Source: an optimization exercise on an open RTL-to-GDS flow (aim: small area, a short achievable clock period and few clock cycles per item). Production flows keep margins and buffers that such runs may drop. The RTL was checked by simulation tests, not by an equivalence proof against the original design. No activity file was given, so power comes from the tool's default toggle rates.

==> design/flow/design.v <==
package isaPkg;
	localparam logic [5:0] OpRType = 6'h00;
	localparam logic [5:0] OpAddiu = 6'h09;
	localparam logic [5:0] OpSlti  = 6'h0a;
	localparam logic [5:0] OpSltiu = 6'h0b;
	localparam logic [5:0] OpAndi  = 6'h0c;
	localparam logic [5:0] OpOri   = 6'h0d;
	localparam logic [5:0] OpXori  = 6'h0e;
	localparam logic [5:0] OpLui   = 6'h0f;
	localparam logic [5:0] FnAddu = 6'h21;
	localparam logic [5:0] FnSubu = 6'h23;
	localparam logic [5:0] FnAnd  = 6'h24;
	localparam logic [5:0] FnOr   = 6'h25;
	localparam logic [5:0] FnXor  = 6'h26;
	localparam logic [5:0] FnNor  = 6'h27;
	localparam logic [5:0] FnSlt  = 6'h2a;
	localparam logic [5:0] FnSltu = 6'h2b;
	typedef struct packed {
		logic [4:0] rd;
		logic [4:0] shamt;
		logic [5:0] funct;
	} rFields;
	typedef union packed {
		rFields      r;
		logic [15:0] imm16;
	} lowHalf;
	typedef struct packed {
		logic [5:0] opcode;
		logic [4:0] rs;
		logic [4:0] rt;
		lowHalf     low;
	} instrWord;
endpackage
package corePkg;
	localparam int DataWidth    = 32;
	localparam int RegAddrWidth = 5;
	typedef logic [RegAddrWidth-1:0] regAddr;
	typedef logic [DataWidth-1:0]    dataWord;
	typedef enum logic [3:0] {
		And  = 4'h0,
		Or   = 4'h1,
		Add  = 4'h2,
		Sub  = 4'h3,
		Nor  = 4'h4,
		Slt  = 4'h5,
		Xor  = 4'h6,
		Sltu = 4'h7,
		Lui  = 4'h8
	} aluOp;
	typedef struct packed {
		aluOp       op;
		regAddr     srcA;
		regAddr     srcB;
		regAddr     dest;
		logic       useImm;
		dataWord    imm;
		logic [3:0] spare;
	} decodedOp;
	localparam int DecodedOpWidth = 4 + 3 * RegAddrWidth + 1 + DataWidth + 4;
	typedef struct packed {
		regAddr  dest;
		dataWord value;
	} wbResult;
endpackage
module aluUnit (
	input  corePkg::aluOp    op,
	input  corePkg::dataWord a,
	input  corePkg::dataWord b,
	output corePkg::dataWord y
);
	logic lessSigned;
	logic lessUnsigned;
	assign lessSigned   = $signed(a) < $signed(b);
	assign lessUnsigned = a < b;
	always_comb begin
		case (op)
			corePkg::And:  y = a & b;
			corePkg::Or:   y = a | b;
			corePkg::Add:  y = a + b;
			corePkg::Sub:  y = a - b;
			corePkg::Nor:  y = ~(a | b);
			corePkg::Xor:  y = a ^ b;
			corePkg::Slt:  y = {{(corePkg::DataWidth-1){1'b0}}, lessSigned};
			corePkg::Sltu: y = {{(corePkg::DataWidth-1){1'b0}}, lessUnsigned};
			corePkg::Lui:  y = {b[15:0], 16'h0000};
			default:       y = '0;
		endcase
	end
endmodule
module regFile (
	input  logic             clk,
	input  logic             reset,
	input  logic             writeEn,
	input  corePkg::regAddr  writeAddr,
	input  corePkg::dataWord writeData,
	input  corePkg::regAddr  readAddrA,
	input  corePkg::regAddr  readAddrB,
	output corePkg::dataWord readDataA,
	output corePkg::dataWord readDataB
);
	corePkg::dataWord regs [32];
	always_ff @(posedge clk) begin
		if (reset) begin
			for (int i = 0; i < 32; i++) begin
				regs[i] <= '0;
			end
		end else if (writeEn && writeAddr != '0) begin
			regs[writeAddr] <= writeData;
		end
	end
	assign readDataA = (readAddrA == '0) ? '0 :
		(writeEn && writeAddr == readAddrA) ? writeData : regs[readAddrA];
	assign readDataB = (readAddrB == '0) ? '0 :
		(writeEn && writeAddr == readAddrB) ? writeData : regs[readAddrB];
endmodule
module opQueue #(
	parameter int Width = 8,
	parameter int Depth = 4
) (
	input  logic             clk,
	input  logic             reset,
	input  logic             inValid,
	input  logic [Width-1:0] inItem,
	output logic             inReady,
	output logic             outValid,
	output logic [Width-1:0] outItem,
	input  logic             outReady
);
	localparam int PtrWidth = $clog2(Depth);
	logic [Width-1:0]    mem [Depth];
	logic [PtrWidth-1:0] wrPtr;
	logic [PtrWidth-1:0] rdPtr;
	logic [PtrWidth:0]   count;
	logic                wrEn;
	logic                rdEn;
	assign inReady  = (count != Depth[PtrWidth:0]);
	assign outValid = (count != '0);
	assign outItem  = mem[rdPtr];
	assign wrEn = inValid && inReady;
	assign rdEn = outValid && outReady;
	always_ff @(posedge clk) begin
		if (wrEn) begin
			mem[wrPtr] <= inItem;
		end
	end
	always_ff @(posedge clk) begin
		if (reset) begin
			wrPtr <= '0;
			rdPtr <= '0;
			count <= '0;
		end else begin
			if (wrEn) begin
				wrPtr <= wrPtr + 1'b1;
			end
			if (rdEn) begin
				rdPtr <= rdPtr + 1'b1;
			end
			if (wrEn && !rdEn) begin
				count <= count + 1'b1;
			end else if (rdEn && !wrEn) begin
				count <= count - 1'b1;
			end
		end
	end
endmodule
module instrDecoder (
	input  logic              clk,
	input  logic              reset,
	input  logic              instrValid,
	input  isaPkg::instrWord  instr,
	output logic              instrReady,
	output logic              decValid,
	output corePkg::decodedOp decOp,
	input  logic              decReady
);
	corePkg::decodedOp nextOp;
	corePkg::dataWord  immSigned;
	corePkg::dataWord  immZero;
	logic              opOk;
	logic              keep;
	logic              accept;
	assign immSigned = {{16{instr.low.imm16[15]}}, instr.low.imm16};
	assign immZero   = {16'h0000, instr.low.imm16};
	always_comb begin
		nextOp        = '0;
		nextOp.srcA   = instr.rs;
		nextOp.srcB   = instr.rt;
		nextOp.dest   = instr.rt;
		nextOp.useImm = 1'b1;
		nextOp.imm    = immZero;
		opOk          = 1'b1;
		case (instr.opcode)
			isaPkg::OpRType: begin
				nextOp.dest   = instr.low.r.rd;
				nextOp.useImm = 1'b0;
				case (instr.low.r.funct)
					isaPkg::FnAddu: nextOp.op = corePkg::Add;
					isaPkg::FnSubu: nextOp.op = corePkg::Sub;
					isaPkg::FnAnd:  nextOp.op = corePkg::And;
					isaPkg::FnOr:   nextOp.op = corePkg::Or;
					isaPkg::FnXor:  nextOp.op = corePkg::Xor;
					isaPkg::FnNor:  nextOp.op = corePkg::Nor;
					isaPkg::FnSlt:  nextOp.op = corePkg::Slt;
					isaPkg::FnSltu: nextOp.op = corePkg::Sltu;
					default:        opOk = 1'b0;
				endcase
			end
			isaPkg::OpAddiu: begin
				nextOp.op  = corePkg::Add;
				nextOp.imm = immSigned;
			end
			isaPkg::OpSlti: begin
				nextOp.op  = corePkg::Slt;
				nextOp.imm = immSigned;
			end
			isaPkg::OpSltiu: begin
				nextOp.op  = corePkg::Sltu;
				nextOp.imm = immSigned;
			end
			isaPkg::OpAndi: nextOp.op = corePkg::And;
			isaPkg::OpOri:  nextOp.op = corePkg::Or;
			isaPkg::OpXori: nextOp.op = corePkg::Xor;
			isaPkg::OpLui:  nextOp.op = corePkg::Lui;
			default:        opOk = 1'b0;
		endcase
	end
	assign keep = opOk && (nextOp.dest != '0);
	assign instrReady = !decValid || decReady;
	assign accept     = instrValid && instrReady;
	always_ff @(posedge clk) begin
		if (reset) begin
			decValid <= 1'b0;
		end else if (accept) begin
			decValid <= keep;
		end else if (decReady) begin
			decValid <= 1'b0;
		end
	end
	always_ff @(posedge clk) begin
		if (accept && keep) begin
			decOp <= nextOp;
		end
	end
endmodule
module executeUnit (
	input  logic              clk,
	input  logic              reset,
	input  logic              qValid,
	input  corePkg::decodedOp qOp,
	output logic              qReady,
	output logic              resultValid,
	output corePkg::wbResult  result,
	input  logic              resultReady
);
	corePkg::dataWord readDataA;
	corePkg::dataWord readDataB;
	corePkg::dataWord operandB;
	corePkg::dataWord aluY;
	logic             take;
	logic             retire;
	assign qReady = !resultValid || resultReady;
	assign take   = qValid && qReady;
	assign retire = resultValid && resultReady;
	regFile regFile_inst (
		.clk       (clk),
		.reset     (reset),
		.writeEn   (retire),
		.writeAddr (result.dest),
		.writeData (result.value),
		.readAddrA (qOp.srcA),
		.readAddrB (qOp.srcB),
		.readDataA (readDataA),
		.readDataB (readDataB)
	);
	assign operandB = qOp.useImm ? qOp.imm : readDataB;
	aluUnit aluUnit_inst (
		.op (qOp.op),
		.a  (readDataA),
		.b  (operandB),
		.y  (aluY)
	);
	always_ff @(posedge clk) begin
		if (reset) begin
			resultValid <= 1'b0;
		end else if (take) begin
			resultValid <= 1'b1;
		end else if (resultReady) begin
			resultValid <= 1'b0;
		end
	end
	always_ff @(posedge clk) begin
		if (take) begin
			result.dest  <= qOp.dest;
			result.value <= aluY;
		end
	end
endmodule
module aluCore #(
	parameter int QueueDepth = 4
) (
	input  logic        clk,
	input  logic        reset,
	input  logic        instrValid,
	input  logic [31:0] instr,
	output logic        instrReady,
	output logic        resultValid,
	output logic [36:0] result,
	input  logic        resultReady
);
	logic              decValid;
	corePkg::decodedOp decOp;
	logic              decReady;
	logic              qValid;
	corePkg::decodedOp qOp;
	logic              qReady;
	instrDecoder instrDecoder_inst (
		.clk        (clk),
		.reset      (reset),
		.instrValid (instrValid),
		.instr      (instr),
		.instrReady (instrReady),
		.decValid   (decValid),
		.decOp      (decOp),
		.decReady   (decReady)
	);
	opQueue #(
		.Width (corePkg::DecodedOpWidth),
		.Depth (QueueDepth)
	) opQueue_inst (
		.clk      (clk),
		.reset    (reset),
		.inValid  (decValid),
		.inItem   (decOp),
		.inReady  (decReady),
		.outValid (qValid),
		.outItem  (qOp),
		.outReady (qReady)
	);
	executeUnit executeUnit_inst (
		.clk         (clk),
		.reset       (reset),
		.qValid      (qValid),
		.qOp         (qOp),
		.qReady      (qReady),
		.resultValid (resultValid),
		.result      (result),
		.resultReady (resultReady)
	);
endmodule
==> design/flow/run.sh <==
#!/bin/bash
# synth_recipe.tcl (not shown) runs the flow's synth.tcl, then flattens the netlist and writes it again
# the make line also repeats each setting of config.mk as NAME=value (left out here)
make -C /OpenROAD-flow-scripts/flow DESIGN_CONFIG=/design/flow/config.mk WORK_HOME=/design/flow/orfs CLKGATE_MAP_FILE= SYNTH_SCRIPT=/design/flow/synth_recipe.tcl finish
==> design/flow/config.mk <==
export PLATFORM = sky130hd
export DESIGN_NAME = aluCore
export DESIGN_NICKNAME = aluCore
export VERILOG_FILES = /design/flow/design.v
export SDC_FILE = /design/flow/constraint.sdc
export NUM_CORES = 4
export LEC_CHECK = 0
export CAP_MARGIN = 20
export CORE_MARGIN = 2
export CORE_UTILIZATION = 40
export SLEW_MARGIN = 20
==> design/flow/constraint.sdc <==
create_clock -name core_clock -period 6.8 [get_ports {clk}]
set_input_delay 1.3600 -clock core_clock [delete_from_list [all_inputs] [get_ports {clk}]]
set_output_delay 1.3600 -clock core_clock [all_outputs]
set_load 0.01 [all_outputs]
==> notes.md <==
- Status: finished clean
- Critical Path AT: 7.22 ns
- CTS tree: built
- CP top delay family: simple AND/OR/NAND/NOR gates
- Crit-path cells: mux4_4 -> buf_12 -> buf_12 -> buf_4 -> mux4_2 -> mux2i_1 -> a21oi_1 -> nor3_1 -> or3_1 -> inv_1 -> ha_1 -> buf_4 -> inv_1 -> nor3_1 -> a2111oi_0 -> a311oi_1 -> o21ai_1
- Max-cap check violation count: 0
- Clock-pin slew on the worst setup and hold paths: 0.06 ns
- Final std cells w/o fill: 8282
- Final-report hold violation count: 0
- Slowest stage delay, CP: 1.09 ns
- Fin worst setup slack: 0.115 ns
- Final Skew: 0.0592 ns
- Vias/cell: 6.27
- Int Pwr: 19.6 mW
- Clock Tree Root: clkbuf_16
- H-tree Lvls: 4
- DIE HEIGHT: 424 um
- #FFs+latches synth: 1257
- Number of synthesized flops with an enable pin: 1246
- WL/cell: 32.2 um
- Max Used Layer: met5
- DP Worst Slack: 0.0277 ns
- CTS buffer count: 141
- Detailed Route Iter0 Violations: 7418
- Sequential cell fraction of total power: 0.271
- Syn_area_per_cell: 12.2 um^2
- Max Fclk: 150 MHz
- Count leader, synth: edfxtp_1
- Combinational fraction of design power: 0.521
- Ys Warns: 5
- Net Sw Frac: 0.448
- Setup_tns: 0 ns
- Top post-synthesis cells by count: 1246 x edfxtp_1, 1005 x and2_1, 685 x nand2_1
- Class of the worst hold path: flop to flop
- Distinct cell type count after synthesis: 91
- Die width: 424 um
- Top post-synthesis cells by area: edfxtp_1 53%, mux4_2 13%, and2_1 8.9%
- Vias in the first global route: 50.4k
- Placed cell count: 8010
- Yosys top cell area share: 0.532
- Max_slew headroom: 0.131
- Setup violations, final: 0
- First-pass GRT wire length: 375000 um
- Crit path time final: 6.68 ns
- WHS Path Cells: 0
- DR vias: 51.9k
- Sw Pwr: 15.9 mW
- Dominant cell type by area after synthesis: edfxtp_1
- Commonest register cell after synthesis: edfxtp_1
- Largest net degree at the start of global routing: 72
- Layout cell share with drive strength beyond 1: 0.181
- Routability cong.: 0.980
- FF-to-FF path depth: 17
- Final #Nets: 5981
- Area delta synth->final: 13.2%
- Full die area: 179000 um^2
- Sequential fraction of the synthesis area: 0.535
- DP HPWL: 169000 um
- RSZ-0062 raised after global routing: no
- Worst Max-Slew Pin Slew: 1.29 ns
- Clock tree sinks: 1257
- CP max FO: 58
- CTS Hold Bufs: 0
- Netlist Area Pre-Place: 70400 um^2
- DRC: 0
- Max VDD drop: 0.000281 V
- Utilization after layout: 0.457
- Port Buffers: 74
- Syn Inst Count: 5750
- Initial antenna violation count: 18
- Detail Route Antenna Nets: 0
- Static leakage power: 28.8 nW
- Clock Tree Buf Depth: 3
- DR WL met2: 118000 um
- Met3 wire length: 33000 um
- Global route overflow: 0
- Clock Latency Late Sink: 0.84 ns
- Tcrit/Tclk final: 0.983
- Total wire length: 267000 um
- IO Count: 75
- Router iterations before antenna repair: 6
- Total core area: 174000 um^2
- CP Launch Type: flop
- CP required: 7.33 ns
- Slowest CP cell: nor3_1
- Initial Util: 0.404
- Fraction of registers with async set/reset: 0
- Buf/Inv on CP: 6
- PD cells: 446 nW/um^2
- Critical path class: flop to flop
- DRT met1 WL: 101000 um
- CP Capture Type: flop
- Critical Path Stages: 17
- Slew Viols, Final: 0
- Clock power share: 0.208
- Total global-route track usage: 0.293
- Rows: 153
## timing repair
action	4_1_cts	5_1_grt
setup endpoints to repair	0	13
buffers inserted	0	12
gates resized for setup	0	11
hold endpoints to repair	0	0
## layout make-up
class / instances / area [um^2]
clock buffer: 177 / 3660
antenna: 6 / 15.0
timing repair buffer: 445 / 3990
fill: 15464 / 94700
clock inverter: 76 / 671
inverter: 100 / 375
sequential: 1257 / 37600
tap: 2325 / 2910
multi-input combinational: 3896 / 30400
## cells by family (layout without fill, tap and decap cells)
family / after synthesis / count (layout) / synth area share
and+or+nand+nor: 2367 / 2367 / 0.176
DFF: 1257 / 1257 / 0.535
AOI/OAI and AO/OA: 833 / 833 / 0.0787
buffers and inverters: 628 / 798 / 0.0405
muxes: 529 / 529 / 0.147
adders and majority gates: 104 / 104 / 0.0188
xor gates and xnor gates: 31 / 31 / 0.00386
other: 1 / 38 / 0.0000533
## worst paths after layout
check / end / from / slack [ns]
hold reg to reg: opQueue_inst.mem[1][39]$_DFFE_PP_ / instrDecoder_inst.decOp[39]$_DFFE_PP_ / 0.50
setup reg to reg: executeUnit_inst.result[30]$_DFFE_PP_ / flop / 0.12
setup / recovery: executeUnit_inst.result[30]$_DFFE_PP_ / flop / 0.12
hold / removal: opQueue_inst.mem[1][39]$_DFFE_PP_ / instrDecoder_inst.decOp[39]$_DFFE_PP_ / 0.50
## stage by stage
stage,cell area (um^2),total power [mW],hold WS (ns)
after floorplan,70500,20.1,0.459
after global placement,75100,27.6,0.471
after detailed placement,75100,27.6,0.487
after CTS,79400,35.0,0.502
after global routing,79600,36.8,0.522
final,79700,35.6,0.499
## placed cells by master (no fill, tap or decap), types with 23 or more instances in the layout
master and instances:
clkinv_1 35, nor2_1 141, or3_1 35, a211oi_1 89
o211ai_1 103, mux4_2 385, nand2_1 685, a22oi_1 23
clkbuf_16 141, clkdlybuf4s50_1 73, nor3_1 45, o21ai_0 125
edfxtp_1 1246, buf_12 36, ha_1 101, inv_1 99
a31oi_1 138, a21oi_1 165, mux2i_1 110, and2_1 1001
a211o_1 24, nor2b_1 86, buf_4 333, clkbuf_1 36
nand3_1 208, conb_1 32, or2_2 35
## power by group through the flow
stage / clock [mW] / sequential [mW] / combinational (mW)
floorplan: 0 / 9.50 / 10.6
global placement: 0 / 9.75 / 17.8
detailed placement: 0 / 9.77 / 17.8
CTS: 7.47 / 9.61 / 17.9
global route: 7.74 / 9.65 / 19.4
finish: 7.41 / 9.62 / 18.5
## registers in the layout, summed over array words and instances, names as in the netlist, named ones only
name,cells
executeUnit_inst.regFile_inst.regs,1024
executeUnit_inst.result,37
executeUnit_inst.resultValid,1
instrDecoder_inst.decOp,37
instrDecoder_inst.decValid,1
opQueue_inst.count,3
opQueue_inst.mem,148
opQueue_inst.rdPtr,2
opQueue_inst.wrPtr,2
## per-layer routing
metal | up-vias | GRT usage
met4 | 12 | 0.140
met3 | 716 | 0.0892
met2 | 3414 | 0.443
met5 | - | 0.000538
li1 | 21480 | -
met1 | 26274 | 0.385
Testbench counts, summed over its fixed seeds: cycles 12,020, items 12,000.

-- separate check: timing with driven ports --
No port has a modelled driver above. Below, the same layout with a new extraction and two added sets of constraints. Step 1, drivers: a clkbuf_16 drives clk and a buf_2 each remaining input, both assumed. Step 2 adds t to the input delays and takes it off the output delays; t is the mean of the earliest and latest rising clock arrival at the registers after step 1. Input paths then give back, and output paths get back, about the clock's delay inside the block. Slacks: ideal ports / drivers / drivers and shift; pairs: ideal ports / drivers.
t (ns): 0.896
setup slack, ns: 0.115 / 0.115 / -0.127
worst setup path after step 2: input to register
worst register clock-pin slew, ns: 0.07 / 0.07
cell pins on the clock port's net: 1
With both steps, setup timing fails in this run, where it was met with ideal ports. The setup slack of this run moves by 0.000 ns with the drivers and by -0.242 ns with both steps.
